This design comes from an exercise in tuning for small area, a short achievable clock period and few clock cycles per item on the open sky130 flow, not from production work.
Only simulation tests tie the RTL to the original design; equivalence was not proved.
Power is estimated from default activity; no workload was simulated.

==> flow/design.v (outline; a module is shown in full before it is edited, if it fits) <==
// module rabc_front: 2456 lines
// module rabc_fa: 10 lines
// module rabc_queue: 26 lines
// module rabc_back: 167 lines
// module rabc_side: 27 lines
// module rabc_csa: 13 lines
// module row_activity_bound_checker: 107 lines
module row_activity_bound_checker (
   input  logic        clock,
   input  logic        reset,
   input  logic        req_valid,
   output logic        req_ready,
   input  logic [31:0] req_coefficient,
   input  logic [31:0] req_var_low,
   input  logic        req_var_low_infinite,
   input  logic [31:0] req_var_high,
   input  logic        req_var_high_infinite,
   input  logic [31:0] req_row_low,
   input  logic        req_row_low_infinite,
   input  logic [31:0] req_row_high,
   input  logic        req_row_high_infinite,
   input  logic        req_last_term,
   output logic        rsp_valid,
   input  logic        rsp_ready,
   output logic [63:0] rsp_least_activity,
   output logic        rsp_min_unbounded,
   output logic [63:0] rsp_greatest_activity,
   output logic        rsp_max_unbounded,
   output logic [1:0]  rsp_verdict,
   input  logic        csr_write_en,
   input  logic [15:0] csr_write_data
);
  // ...
==> flow/run.sh <==
#!/bin/bash
# synth_recipe.tcl (not shown) runs the flow's synth.tcl, then flattens the netlist and writes it again
# the make line also repeats each setting of config.mk as NAME=value (left out here)
make -C /OpenROAD-flow-scripts/flow DESIGN_CONFIG=/design/flow/config.mk WORK_HOME=/design/flow/orfs CLKGATE_MAP_FILE= SYNTH_SCRIPT=/design/flow/synth_recipe.tcl finish
==> flow/config.mk <==
export PLATFORM = sky130hd
export DESIGN_NAME = row_activity_bound_checker
export DESIGN_NICKNAME = row_activity_bound_checker
export VERILOG_FILES = /design/flow/design.v
export SDC_FILE = /design/flow/constraint.sdc
export NUM_CORES = 4
export LEC_CHECK = 0
export CAP_MARGIN = 10
export CORE_MARGIN = 2
export CORE_UTILIZATION = 55
export SETUP_SLACK_MARGIN = 5
export SLEW_MARGIN = 10
export SYNTH_HIERARCHICAL = 1
export TNS_END_PERCENT = 10
==> flow/constraint.sdc <==
create_clock -name core_clock -period 10.0 [get_ports {clock}]
set_input_delay 2.0000 -clock core_clock [delete_from_list [all_inputs] [get_ports {clock}]]
set_output_delay 2.0000 -clock core_clock [all_outputs]
set_load 0.01 [all_outputs]
==> impl_results.md, run 1 <==
* Status: complete, no violations
* Number of cells on the critical path at 17
* RSZ-0062 raised after global routing: yes
* Largest area contributor in the netlist: fa_1
* Met1 Track Usage GR at 55.8%
* NetSw at 16.3 mW
* Critical path, cell by cell: buf_4 -> buf_6 -> and2_1 -> fa_2 -> fa_1 -> ha_1 -> nand4_1 -> nor2_4 -> o211ai_1 -> o31ai_4 -> a21o_1 -> a21oi_1 -> o211ai_1 -> xnor2_2 -> a2111oi_2 -> a311o_1 -> nor3_2
* Met2 wire length at ~140000 um
* Ys async rst share at 0%
* Vias post-DR at between 70000 and 80000
* Count leader, synth: fa_1
* Diode count at 16
* Layout cells sized above 1 at approximately 7.3%
* Well tap count at 2204
* EDFF count, synth at 712
* Layout clock buffer count at 119
* Drc violations at 0
* Num Clock Sinks at 875
* Post-DRT Antenna Nets at 0
* H-tree levels at 3
* Final hold slack at roughly 430 ps
* Total power at 33.5 mW
* DR vias/cell at 6.68
* #MultiIn Comb at ~6200
* Root buffer cell: clkbuf_16
* Seq/total area at 24.4%
* Worst path slowest cell: fa_2
Testbench counts, summed over its fixed seeds: cycles 24,070, terms 24,046.
==> module rabc_side, before the edit <==
module rabc_side (
   input  logic [63:0] base,
   input  logic [65:0] s,
   input  logic [65:0] c,
   input  logic [49:0] hi_not,       
   input  logic [49:0] lo_not,       
   output logic [65:0] r,
   output logic        gt_hi,
   output logic        ge_lo
);
   logic [65:0] b66, x, y, z;
   logic [49:0] xh, yh, xl, yl;
   logic [15:0] low_s, low_c;
   logic [65:0] dh, dl;
   assign b66 = {{2{base[63]}}, base};
   rabc_csa #(.W(66)) u_csa (.a(b66), .b(s), .c(c), .s(x), .co(y));
   assign z = {y[64:0], 1'b0};
   assign r = x + z;
   assign low_s = ~(x[15:0] ^ z[15:0]);
   assign low_c = x[15:0] | z[15:0];
   rabc_csa #(.W(50)) u_hi (.a(x[65:16]), .b(z[65:16]), .c(hi_not), .s(xh), .co(yh));
   rabc_csa #(.W(50)) u_lo (.a(x[65:16]), .b(z[65:16]), .c(lo_not), .s(xl), .co(yl));
   assign dh = {xh, low_s} + {yh[48:0], low_c, 1'b0};
   assign dl = {xl, low_s} + {yl[48:0], low_c, 1'b1};
   assign gt_hi = !dh[65];
   assign ge_lo = !dl[65];
endmodule
==> run 2, diff against run 1 <==
--- a/flow/design.v
+++ b/flow/design.v
@@ -82,16 +82,26 @@
       end
    end
    logic [30:0]        c_mag;
    logic               significant;
    logic [15:0]        mn_one, mn_two, mn_neg, mx_one, mx_two, mx_neg;
    logic signed [32:0] hi_eps, lo_eps;
    logic signed [32:0] tol_wide;
    assign tol_wide = {17'd0, tolerance};
+   logic [33:0] cross_s, cross_c;
+   logic        cross_neg;
+   rabc_csa #(.W(34)) u_cross_csa (
+      .a  ({{2{s1_row_low[31]}}, s1_row_low}),
+      .b  (~{{2{s1_row_high[31]}}, s1_row_high}),
+      .c  (~{18'd0, tolerance}),
+      .s  (cross_s),
+      .co (cross_c)
+   );
+   rabc_sign #(.W(34)) u_cross_sign (.a(cross_s), .b({cross_c[32:0], 1'b1}), .s(cross_neg));
    always_comb begin
       c_mag       = s1_coef[30:0] ^ {31{s1_coef[31]}};
       significant = {c_mag, s1_coef[31]} > {15'd0, tolerance, 1'b0};
       for (int i = 0; i < 16; i++) begin
          mn_one[i] = (i == 0) ? s1_coef[0] : s1_one[i];
          mn_neg[i] = s1_coef[2*i+1];
       end
       mn_two  = s1_two;
@@ -2436,18 +2446,17 @@
          t_min_add      <= n_min_add;
          t_max_add      <= n_max_add;
          t_min_inf      <= n_min_inf;
          t_max_inf      <= n_max_inf;
          t_hi_eps       <= hi_eps;
          t_lo_eps       <= lo_eps;
          t_row_low_inf  <= s1_row_low_inf;
          t_row_high_inf <= s1_row_high_inf;
-         t_row_cross    <= !s1_row_low_inf && !s1_row_high_inf
-                           && 33'(s1_row_low) > hi_eps;
+         t_row_cross    <= !s1_row_low_inf && !s1_row_high_inf && !cross_neg;
          t_last         <= s1_last;
       end
    end
    assign t_min_s[0] = t_neg0;
    assign t_min_s[64] = 1'b1;
    assign t_min_s[65] = 1'b1;
    assign t_min_c[1] = 1'b0;
    assign t_min_c[64] = 1'b0;
@@ -2670,43 +2679,110 @@
    input  logic [49:0] lo_not,       
    output logic [65:0] r,
    output logic        gt_hi,
    output logic        ge_lo
 );
    logic [65:0] b66, x, y, z;
    logic [49:0] xh, yh, xl, yl;
    logic [15:0] low_s, low_c;
-   logic [65:0] dh, dl;
    assign b66 = {{2{base[63]}}, base};
    rabc_csa #(.W(66)) u_csa (.a(b66), .b(s), .c(c), .s(x), .co(y));
    assign z = {y[64:0], 1'b0};
    assign r = x + z;
    assign low_s = ~(x[15:0] ^ z[15:0]);
    assign low_c = x[15:0] | z[15:0];
    rabc_csa #(.W(50)) u_hi (.a(x[65:16]), .b(z[65:16]), .c(hi_not), .s(xh), .co(yh));
    rabc_csa #(.W(50)) u_lo (.a(x[65:16]), .b(z[65:16]), .c(lo_not), .s(xl), .co(yl));
-   assign dh = {xh, low_s} + {yh[48:0], low_c, 1'b0};
-   assign dl = {xl, low_s} + {yl[48:0], low_c, 1'b1};
-   assign gt_hi = !dh[65];
-   assign ge_lo = !dl[65];
+   logic sh, sl;
+   rabc_sign #(.W(66)) u_sh (.a({xh, low_s}), .b({yh[48:0], low_c, 1'b0}), .s(sh));
+   rabc_sign #(.W(66)) u_sl (.a({xl, low_s}), .b({yl[48:0], low_c, 1'b1}), .s(sl));
+   assign gt_hi = !sh;
+   assign ge_lo = !sl;
 endmodule
 module rabc_csa #(
    parameter int W = 66
 ) (
    input  logic [W-1:0] a,
    input  logic [W-1:0] b,
    input  logic [W-1:0] c,
    output logic [W-1:0] s,
    output logic [W-1:0] co
 );
    for (genvar i = 0; i < W; i++) begin : g_bit
       rabc_fa u_fa (.a(a[i]), .b(b[i]), .c(c[i]), .s(s[i]), .co(co[i]));
    end
 endmodule
+module rabc_sign #(
+   parameter int W = 66
+) (
+   input  logic [W-1:0] a,
+   input  logic [W-1:0] b,
+   output logic         s
+);
+   localparam int N = W - 1;             
+   localparam int L = $clog2(N);
+   logic [W-1:0] p0, g0;
+   logic [N-1:0] g [0:L];
+   logic [N-1:0] p [0:L];
+   for (genvar i = 0; i < W; i++) begin : g_in
+      rabc_ha u_ha (.a(a[i]), .b(b[i]), .s(p0[i]), .co(g0[i]));
+   end
+   assign g[0] = g0[N-1:0];
+   assign p[0] = p0[N-1:0];
+   for (genvar l = 0; l < L; l++) begin : g_lvl
+      localparam int NL = (N + (1 << l) - 1) >> l;
+      localparam int NN = (NL + 1) >> 1;
+      for (genvar k = 0; k < NN; k++) begin : g_node
+         if (2 * k + 1 >= NL) begin : g_pass
+            assign g[l+1][k] = g[l][2*k];
+            assign p[l+1][k] = p[l][2*k];
+         end else if (k == 0) begin : g_low
+            rabc_g u_g (.gh(g[l][1]), .ph(p[l][1]), .gl(g[l][0]), .g(g[l+1][0]));
+            assign p[l+1][0] = 1'b0;
+         end else begin : g_mid
+            rabc_gp u_gp (.gh(g[l][2*k+1]), .ph(p[l][2*k+1]), .gl(g[l][2*k]),
+                          .pl(p[l][2*k]), .g(g[l+1][k]), .p(p[l+1][k]));
+         end
+      end
+      for (genvar k = NN; k < N; k++) begin : g_unused
+         assign g[l+1][k] = 1'b0;
+         assign p[l+1][k] = 1'b0;
+      end
+   end
+   assign s = p0[W-1] ^ g[L][0];
+endmodule
+module rabc_gp (
+   input  logic gh,
+   input  logic ph,
+   input  logic gl,
+   input  logic pl,
+   output logic g,
+   output logic p
+);
+   assign g = gh | (ph & gl);
+   assign p = ph & pl;
+endmodule
+module rabc_g (
+   input  logic gh,
+   input  logic ph,
+   input  logic gl,
+   output logic g
+);
+   assign g = gh | (ph & gl);
+endmodule
+module rabc_ha (
+   input  logic a,
+   input  logic b,
+   output logic s,
+   output logic co
+);
+   assign s  = a ^ b;
+   assign co = a & b;
+endmodule
 module row_activity_bound_checker (
    input  logic        clock,
    input  logic        reset,
    input  logic        req_valid,
    output logic        req_ready,
    input  logic [31:0] req_coefficient,
    input  logic [31:0] req_var_low,
    input  logic        req_var_low_infinite,
==> flow/config.mk (replaced) <==
export PLATFORM = sky130hd
export DESIGN_NAME = row_activity_bound_checker
export DESIGN_NICKNAME = row_activity_bound_checker
export VERILOG_FILES = /design/flow/design.v
export SDC_FILE = /design/flow/constraint.sdc
export NUM_CORES = 4
export LEC_CHECK = 0
export CAP_MARGIN = 20
export CORE_MARGIN = 2
export CORE_UTILIZATION = 40
export SETUP_SLACK_MARGIN = 5
export SLEW_MARGIN = 20
export SYNTH_HIERARCHICAL = 1
export TNS_END_PERCENT = 100
==> run 2 against run 1 <==
Largest power group unchanged. Highest routed layer unchanged. Die area up 42%. Clock skew grew 15 ps. Largest cell class unchanged. Non-clock buffer count grew 2.
==> impl_results.md, run 2 <==
* Setup Skew at 69.0 ps (was 54.4 ps)
* R2R Setup Slk at 5050 ps (was 4960 ps)
* Comb pwr share at 66.1% (was 67.9%)
* Maximum operating frequency at 0.202 GHz (was 0.198 GHz)
* Largest area contributor in the netlist: fa_1 (unchanged)
* Status: complete, no violations (unchanged)
* Synth unique cells at 85 (was 87)
* Initial antenna violation count at 38 (was 32)
* Mapped Area at 0.0952 mm2 (was 0.0919 mm2)
* Drt pass-1 iters at 8 (unchanged)
* Final nets at 10600 (was 10100)
* WP buf/inv at 2 (unchanged)
* First-pass GRT wire length at 503000 um (was 484000 um)
* R2r worst-path depth at 16 (was 17)
* CP Class: flop to flop (unchanged)
* H-tree levels at 3 (unchanged)
* Clock Latency Late Sink at 800 ps (was 770 ps)
* CP delay by family, top: compound AO/OA/AOI/OAI gates (unchanged)
* Area fraction of the dominant cell type after synthesis at 26.2% (was 26.4%)
* Grt ovf at 0 (unchanged)
* Count leader, synth: fa_1 (unchanged)
* Reg2reg start: u_front.t_min_go (was u_front.t_max_go)
* Root buffer cell: clkbuf_16 (unchanged)
* Setup TNS at 0 ps (unchanged)
* Num Clock Sinks at 875 (unchanged)
* RSZ-0062 raised after global routing: yes (unchanged)
* Ys async rst share at 0% (unchanged)
* Largest net degree at the start of global routing at 167 (was 147)
* Initial Util at 40.1% (was 55.2%)
* Fillcell total at 22000 (was 13600)
* Critical Path RT at 10630 ps (was 10510 ps)
* HP Start: u_back.acc_verdict[0] (unchanged)
* WP data arrival at 5570 ps (was 5550 ps)
* Worst-Margin Slew at 1120 ps (was 1290 ps)
* Max-capacitance violation count at 0 (unchanged)
* # rows at 179 (was 150)
* NetSw at 15.1 mW (was 16.3 mW)
* Clk buf depth at 3 (unchanged)
* Critical path, cell by cell: buf_8 -> and2_1 -> fa_1 -> fa_1 -> ha_1 -> a21o_1 -> a21o_1 -> a21o_1 -> a21o_1 -> a21o_1 -> a21o_1 -> a21o_1 -> xor2_2 -> inv_1 -> a311o_1 -> nor3_2 (was buf_4 -> buf_6 -> and2_1 -> fa_2 -> fa_1 -> ha_1 -> nand4_1 -> nor2_4 -> o211ai_1 -> o31ai_4 -> a21o_1 -> a21oi_1 -> o211ai_1 -> xnor2_2 -> a2111oi_2 -> a311o_1 -> nor3_2)
* Footprint of the multi-input gates at 0.0663 mm2 (was 0.0635 mm2)
* Worst path slowest cell: fa_1 (was fa_2)
* Syn Inst Count at 8585 (was 8229)
* DR vias/cell at 6.07 (was 6.68)
* Peak supply drop at 0.553 mV (was 0.623 mV)
* Endpoints failing hold at 0 (unchanged)
* Minimum clock period at 4950 ps (was 5040 ps)
* CP peak stage delay at 570 ps (was 530 ps)
* Initial DRC Count at 8785 (was 8527)
* Vias post-DR at 71700 (was 70000)
* Reg-to-Reg End: u_back.acc_verdict[0] (unchanged)
* Hold WC Path Type: flop to flop (unchanged)
* Prevailing post-synth register cell: edfxtp_1 (unchanged)
* Drc violations at 0 (unchanged)
* PwrDens at 305 mW/mm2 (was 331 mW/mm2)
* Crit path max fanout at 68 (was 16)
* Total Wirelength at 349000 um (was 337000 um)
* Worst setup EP type: flop (unchanged)
* GRT Util Overall at 28.0% (was 39.0%)
* Register area share after synthesis at 25.9% (was 26.8%)
* Most used cell, CP: a21o_1 (was o211ai_1)
* Full die area at 0.242 mm2 (was 0.170 mm2)
* Post-synthesis sequential element count at 875 (unchanged)
* Slew Viols, Final at 0 (unchanged)
* Gpl congestion at 0.971 (was 0.978)
* P_int at 17.1 mW (was 17.2 mW)
* Syn Area/Cell at 11.1 um2 (was 11.2 um2)
* Core ar. at 0.237 mm2 (was 0.166 mm2)
* Clock power share at 13.0% (was 11.7%)
* Die span in x at 492 um (was 413 um)
* Yosys synthesis warning count at 31 (was 21)
* IO Pins at 320 (unchanged)
* Slew HR at 24.8% (was 13.7%)
* Port bufs at 319 (unchanged)
* Synth area leaders: fa_1, edfxtp_1, xnor2_1 (unchanged)
* Fin cells at 11800 (was 10500)
* WHS Path Cells at 0 (unchanged)
* Sequential cell area at 0.0247 mm2 (about the same)
* Number of global-route vias before repair at 73000 (was 70500)
* Most common cell after layout, fill and taps aside: fa_1 (unchanged)
* Post-DRT Antenna Nets at 0 (unchanged)
* Dpl cells at 11600 (was 10200)
* Clock slew seen by the registers of the worst setup and hold paths at 60 ps (about the same)
* EDFF count, synth at 712 (unchanged)
* WHS Endpoint: u_back.rsp_verdict_wait[0] (unchanged)
* Reg power frac at 20.9% (was 20.5%)
* Endpoints failing setup at 0 (unchanged)
* Leakage at 44.6 nW (was 41.5 nW)
* Period utilization at 49.5% (was 50.4%)
* Synth cell count leaders: fa_1, xnor2_1, edfxtp_1 (unchanged)
* Startpoint Class: flop (unchanged)
* Clock buffer count from CTS at 107 (was 100)
* Die Y at 492 um (was 413 um)
* Area Overhead vs Synth at 10.9% (was 10.0%)
* Dpl hpwl at 243000 um (was 232000 um)
* WL per Instance at 29.6 um (was 32.1 um)
* CTS tree: built (unchanged)
* Layout cells sized above 1 at 6.43% (was 7.28%)
* Most frequent cells in the layout: fa_1, xnor2_1, edfxtp_1 (unchanged)
* Net Sw Frac at 46.9% (was 48.6%)
-- run 2: cell families after synthesis --
kind of cell,count (synthesis),synth area share (%)
xor gates and xnor gates,1268,11.7
buffers and inverters,1202,4.85
muxes,85,0.983
and+or+nand+nor,1096,6.41
AOI/OAI and AO/OA,2201,16.0
other,6,0.0236
DFF,875,25.9
adders and majority gates,1852,34.2
-- run 2: worst register-to-register path: stages (launching register included) --
cell and delay [ps]:
dfxtp_2 370, buf_8 280, and2_1 430, fa_1 570
fa_1 520, ha_1 320, a21o_1 170, a21o_1 190
a21o_1 210, a21o_1 190, a21o_1 170, a21o_1 150
a21o_1 170, xor2_2 390, inv_1 110, a311o_1 320
nor3_2 210
-- run 2: routing by layer --
metal / GRT usage, % / up-vias / part of all wire [%]
li1: - / 29800 / -
met1: 39.4 / 36300 / 42
met2: 40.9 / 4687 / 42
met3: 8.35 / 810 / 12
met4: 9.46 / 24 / 3.9
met5: 0 / - / 0.049
-- run 2: Yosys stat by module, one instance, submodules excluded, excerpt --
module      area [um2]  copies in the design
rabc_front       41800                     1
rabc_ha           12.5                   298
rabc_gp           13.8                   254
rabc_queue         616                     1
rabc_fa           20.0                  1244
rabc_back        11500                     1
rabc_side         4460                     2
rabc_g            7.51                    34
-- run 2: area by class of cell --
| type | instances | area share (%) |
|---|---|---|
| Clock buffer | 131 | 2.67 |
| Timing Repair Buffer | 537 | 4.84 |
| Clock inverter | 73 | 0.892 |
| Multi-Input combinational cell | 6535 | 62.8 |
| Sequential cell | 875 | 23.3 |
| Inverter | 477 | 1.70 |
| Tap cell | 3167 | 3.75 |
| Antenna cell | 6 | 0.0142 |
-- run 2: power groups by stage --
stage / clock [mW] / sequential (mW) / combinational [mW]
after floorplan: 0 / 6.31 / 10.5
after global placement: 0 / 6.78 / 19.8
after detailed placement: 0 / 6.77 / 20.2
after CTS: 4.28 / 6.69 / 20.2
after global routing: 4.40 / 6.76 / 22.6
final: 4.20 / 6.73 / 21.3
-- run 2: worst max path at each step --
stage	start	end	slack, ps	depth (start not counted)
finish	u_front.t_min_go	u_back.acc_verdict[0]	5050	16
floorplan	u_back.acc_done	u_front.s1_b_max[0]	520	2
global route	u_front.t_min_go	u_back.rsp_min_keep	4940	18
detailed placement	u_front.t_max_go	u_back.rsp_verdict_fold[0]	3990	17
CTS	u_front.t_max_go	u_back.acc_verdict[0]	4970	17
global placement	u_front.t_max_go	u_back.acc_verdict[0]	4110	17
-- run 2: through the flow --
stage          setup WS [ps]  hold WS (ps)  util, %  instance area [um2]  total power, mW
2_1_floorplan            517           400        -                95400             16.9
3_3_place_gp            4110           407     42.6               101000             26.6
3_5_place_dp            3990           405     42.6               101000             26.9
4_1_cts                 4970           420     44.3               105000             31.2
5_1_grt                 4940           427     44.5               106000             33.8
6_report                5050           420     44.5               106000             32.3
-- run 2: timing repair --
item                                    in CTS  in global routing
hold buffers                                 0                  0
resized for setup                           45                 40
setup buffers                               15                 15
pin swaps                                   14                 24
cloned                                       1                  3
endpoints found under the setup margin     170                 69
Testbench counts of run 2, summed over its fixed seeds: cycles 24,070, terms 24,046.
==> run 3, diff against run 2 <==
==> flow/flow/run.sh (new file) <==
#!/bin/bash
set -euo pipefail
MARGIN=${RABC_SETUP_MARGIN:-5.6}
if grep -q 'SETUP_SLACK_MARGIN=' standard.sh; then
   sed -e "s/SETUP_SLACK_MARGIN=[^ ]*/SETUP_SLACK_MARGIN=${MARGIN}/" standard.sh > standard_margin.sh
else
   sed -e "s/ \"\${@:-finish}\"/ SETUP_SLACK_MARGIN=${MARGIN} \"\${@:-finish}\"/" standard.sh > standard_margin.sh
fi
bash standard_margin.sh > flow_make.log 2>&1
==> flow/standard.sh (new file) <==
#!/bin/bash
# synth_recipe.tcl (not shown) runs the flow's synth.tcl, then flattens the netlist and writes it again
# the make line also repeats each setting of config.mk as NAME=value (left out here)
make -C /OpenROAD-flow-scripts/flow DESIGN_CONFIG=/design/flow/config.mk WORK_HOME=/design/flow/orfs CLKGATE_MAP_FILE= SYNTH_SCRIPT=/design/flow/synth_recipe.tcl "${@:-finish}"
removed: flow/run.sh
==> run 3 against run 2 <==
Sequential power about the same. Die area unchanged. Worst hold slack gained 1.6 ps. Final cell count rose by 1.4%. Combinational power grew 4%. Critical path type unchanged. Largest power group unchanged. Clock skew increased by 13 ps. Register-to-register slack lost 20 ps. Total power is 1.4% higher. Via count is 2.5% higher. Fmax fell by 0.37%. Synthesized area stayed put.
==> impl_results.md, run 3 <==
* Placed Area at 0.101 mm2 (about the same)
* Syn Inst Count at 8585 (unchanged)
* Initial Util at 40.1% (unchanged)
* Most frequent cells in the layout: fa_1, xnor2_1, edfxtp_1 (unchanged)
* H-tree levels at 3 (unchanged)
* Slew HR at 17.7% (was 24.8%)
* Maximum operating frequency at 0.201 GHz (was 0.202 GHz)
* Clock buffer count from CTS at 104 (was 107)
* Dpl hpwl at 244000 um (was 243000 um)
* Clock slew seen by the registers of the worst setup and hold paths at 60 ps (about the same)
* Prevailing post-synth register cell: edfxtp_1 (unchanged)
* Reg power frac at 20.5% (was 20.9%)
* Largest net degree at the start of global routing at 171 (was 167)
* Clock power share at 12.0% (was 13.0%)
* Startpoint Class: flop (unchanged)
* Peak supply drop at 0.422 mV (was 0.553 mV)
* Critical path, cell by cell: buf_16 -> and2_4 -> fa_1 -> ha_2 -> inv_2 -> fa_2 -> nand2b_4 -> a211o_1 -> a21o_1 -> a31oi_4 -> a41oi_4 -> a2111o_1 -> o31ai_4 -> a21oi_2 -> o311ai_4 -> nor3_2 -> nor2_4 -> nor2_1 (was buf_8 -> and2_1 -> fa_1 -> fa_1 -> ha_1 -> a21o_1 -> a21o_1 -> a21o_1 -> a21o_1 -> a21o_1 -> a21o_1 -> a21o_1 -> xor2_2 -> inv_1 -> a311o_1 -> nor3_2)
* DR vias/cell at 6.14 (was 6.07)
* Drc violations at 0 (unchanged)
* Crit path max fanout at 8 (was 68)
* Mux contribution to synthesized area at 0.983% (unchanged)
* First-pass GRT wire length at 520000 um (was 503000 um)
* Most common cell after layout, fill and taps aside: fa_1 (unchanged)
* Minimum clock period at 4960 ps (was 4950 ps)
* Layout cells sized above 1 at 12.0% (was 6.43%)
* WP data arrival at 5470 ps (was 5570 ps)
* Port bufs at 319 (unchanged)
* Clock Latency Late Sink at 830 ps (was 800 ps)
* Post-DRT Antenna Nets at 0 (unchanged)
* Gpl congestion at 0.964 (was 0.971)
* Fin cells at 12000 (was 11800)
* Synth unique cells at 85 (unchanged)
* Worst-Margin Slew at 1230 ps (was 1120 ps)
* Num Clock Sinks at 875 (unchanged)
* Mapped Area at 0.0952 mm2 (unchanged)
* Largest area contributor in the netlist: fa_1 (unchanged)
* # rows at 179 (unchanged)
* Status: complete, no violations (unchanged)
* PwrDens at 297 mW/mm2 (was 305 mW/mm2)
* IO Pins at 320 (unchanged)
* Xor/xnor share of the synthesized area at 11.7% (unchanged)
* Setup Skew at 82.1 ps (was 69.0 ps)
* Root buffer cell: clkbuf_16 (unchanged)
* Vias post-DR at 73500 (was 71700)
* CP Class: flop to flop (unchanged)
* Max-capacitance violation count at 0 (unchanged)
* Initial antenna violation count at 41 (was 38)
* Worst setup EP type: flop (unchanged)
* Design Area, Final at 0.110 mm2 (was 0.106 mm2)
* Total Wirelength at 364000 um (was 349000 um)
* Largest family of logic cells by synthesized area: adder cells (unchanged)
* Period utilization at 49.6% (was 49.5%)
* Hold_buf cts at 0 (unchanged)
* Number of global-route vias before repair at 75100 (was 73000)
* Final hold slack at 421 ps (was 420 ps)
* RSZ-0062 raised after global routing: yes (unchanged)
* Dpl cells at 11600 (about the same)
* R2R Setup Slk at 5040 ps (was 5050 ps)
* CP peak stage delay at 530 ps (was 570 ps)
* P_int at 17.2 mW (was 17.1 mW)
* Die Y at 492 um (unchanged)
* Synth Area in Simple Gates at 6.41% (unchanged)
* WP buf/inv at 2 (unchanged)
* Area fraction of the dominant cell type after synthesis at 26.2% (unchanged)
* Post-synthesis sequential element count at 875 (unchanged)
* Count leader, synth: fa_1 (unchanged)
* GRT Util Overall at 29.1% (was 28.0%)
* Final nets at 10700 (was 10600)
* Comb pwr share at 67.5% (was 66.1%)
* Slew Viols, Final at 0 (unchanged)
* Drt pass-1 iters at 7 (was 8)
* Hold WC Path Type: flop to flop (unchanged)
* Setup TNS at 0 ps (unchanged)
* Die span in x at 492 um (unchanged)
* Area Overhead vs Synth at 15.7% (was 10.9%)
* Grt ovf at 0 (unchanged)
* Full die area at 0.242 mm2 (unchanged)
* Critical Path RT at 10510 ps (was 10630 ps)
* Yosys synthesis warning count at 31 (unchanged)
* WL per Instance at 30.5 um (was 29.6 um)
* Syn Area/Cell at 11.1 um2 (unchanged)
* Slack of the critical path at 5040 ps (was 5050 ps)
* Register area share after synthesis at 25.9% (unchanged)
* Net Sw Frac at 47.3% (was 46.9%)
* Core ar. at 0.237 mm2 (unchanged)
* Leakage at 46.0 nW (was 44.6 nW)
* Initial DRC Count at 9188 (was 8785)
* Endpoints failing setup at 0 (unchanged)
* CTS tree: built (unchanged)
* Ys async rst share at 0% (unchanged)
* Fillcell total at 21700 (was 22000)
* CP delay by family, top: compound AO/OA/AOI/OAI gates (unchanged)
* Synth cell count leaders: fa_1, xnor2_1, edfxtp_1 (unchanged)
* Endpoints failing hold at 0 (unchanged)
* Compound-Gate Fraction of Synth Area at 16.0% (unchanged)
* Clk buf depth at 3 (unchanged)
* Synth Area in Adders at 34.2% (unchanged)
* NetSw at 15.5 mW (was 15.1 mW)
* Worst path slowest cell: fa_1 (unchanged)
* Synth area leaders: fa_1, edfxtp_1, xnor2_1 (unchanged)
* Setup WS pre-CTS at 4160 ps (was 3990 ps)
* EDFF count, synth at 712 (unchanged)
==> run 3: changes by cell type in the layout (fill, tap and decap cells not counted), moves of 46 or more <==
cell,delta
clkdlybuf4s50_1,-46
dlygate4sd2_1,+46
fa_2,+88
buf_6,+72
fa_1,-88
ha_1,-67
ha_4,+47
==> run 3: area by class of cell <==
| type | count | area (um2) | area share (%) |
|---|---|---|---|
| Timing Repair inverter | 3 | 26.3 | 0.0238 |
| Sequential cell | 875 | 24700 | 22.4 |
| Clock inverter | 67 | 723 | 0.656 |
| Clock buffer | 128 | 2750 | 2.50 |
| Antenna cell | 7 | 17.5 | 0.0159 |
| Timing Repair Buffer | 706 | 7820 | 7.10 |
| Multi-Input combinational cell | 6535 | 68300 | 62.0 |
| Tap cell | 3167 | 3960 | 3.60 |
| Inverter | 477 | 1930 | 1.75 |
==> run 3: per-layer routing <==
layer	global-route usage, %	part of all wire, %	vias to the layer above
li1	-	-	30200
met5	0.0198	0.074	-
met3	9.45	13	956
met1	40.5	41	37200
met2	41.8	42	5085
met4	11.7	4.7	32
==> run 3: kinds of logic (layout without fill, tap and decap cells) <==
group	Yosys count	in the layout
AOI/OAI and AO/OA	2201	2201
xor gates and xnor gates	1268	1268
adders and majority gates	1852	1852
buffers and inverters	1202	1381
DFF	875	875
muxes	85	85
other	6	40
and+or+nand+nor	1096	1096
==> run 3: metrics by stage <==
step,utilization (%),power [mW]
finish,46.4,32.7
global route,46.4,34.1
CTS,45.4,31.1
detailed placement,42.6,26.9
global placement,42.6,26.4
floorplan,-,16.9
==> run 3: path summary, 6_finish.rpt <==
kind / from / endpoint / depth (start not counted)
setup reg to reg: u_front.t_max_go / u_back.rsp_max_keep / 18
setup / recovery: u_front.t_max_go / u_back.rsp_max_keep / 18
hold / removal: u_front.s1_last / u_front.t_last / 0
hold reg to reg: u_front.s1_last / u_front.t_last / 0
==> run 3: worst register-to-register path, delay by kind of cell (launching register included) <==
kind	cells	cell delay (ps)
buf+inv	2	210
fa+ha+maj	3	1070
flops	1	420
compound gates	8	2350
simple gates	5	600
==> run 3: repair_timing <==
action / in CTS / in global routing
pin swaps: 82 / 148
gates resized for setup: 424 / 388
setup endpoints to repair: 394 / 172
buffers inserted: 98 / 75
cloned: 24 / 12
==> run 3: power by group through the flow <==
stage	Clock, mW	Sequential (mW)	Combinational (mW)
global placement	0	6.74	19.6
detailed placement	0	6.72	20.1
CTS	4.01	6.64	20.4
finish	3.92	6.70	22.1
floorplan	0	6.31	10.5
global route	4.12	6.73	23.2
==> run 3: Yosys stat by module (local to each module, per instance), a selection <==
| module | cells | flops+latches | copies in the design |
|---|---|---|---|
| rabc_g | 1 | 0 | 34 |
| rabc_queue | 55 | 17 | 1 |
| rabc_ha | 1 | 0 | 298 |
| rabc_front | 4082 | 576 | 1 |
| rabc_fa | 1 | 0 | 1244 |
| rabc_gp | 2 | 0 | 254 |
| rabc_back | 999 | 282 | 1 |
| rabc_side | 680 | 0 | 2 |

-- re-timing with driven ports --
The results above use ideal ports. As a check the final layouts listed here were re-extracted and re-timed, cells and wires unchanged.
Step 1 sets driving cells, clkbuf_16 on the clock port and buf_2 on the other inputs (assumed; they add their load-dependent delay and slew).
Step 2 also shifts input and output timing later by t, the mid clock arrival at the registers, as if the neighbouring blocks saw the same clock.
Slacks: ideal ports / drivers / drivers and shift; pairs: ideal ports / drivers.
| run | t (ns) | setup slack, ns | clock arrival spread, ns | slew at the worst register clock pin (ns) | worst data-port slew with drivers (ns) |
|---|---|---|---|---|---|
| run 1 | 0.839 | 4.957 / 4.957 / 4.749 | 0.064 / 0.063 | 0.08 / 0.08 | 0.06 |
| run 2 | 0.861 | 5.055 / 5.016 / 5.055 | 0.076 / 0.076 | 0.07 / 0.07 | 0.09 |
| run 3 | 0.891 | 5.036 / 5.036 / 5.036 | 0.085 / 0.085 | 0.08 / 0.08 | 0.21 |
After both steps every run listed still meets setup and hold. The setup slack of run 1, which loses most, moves by 0.000 ns with the drivers and by -0.208 ns with both steps.
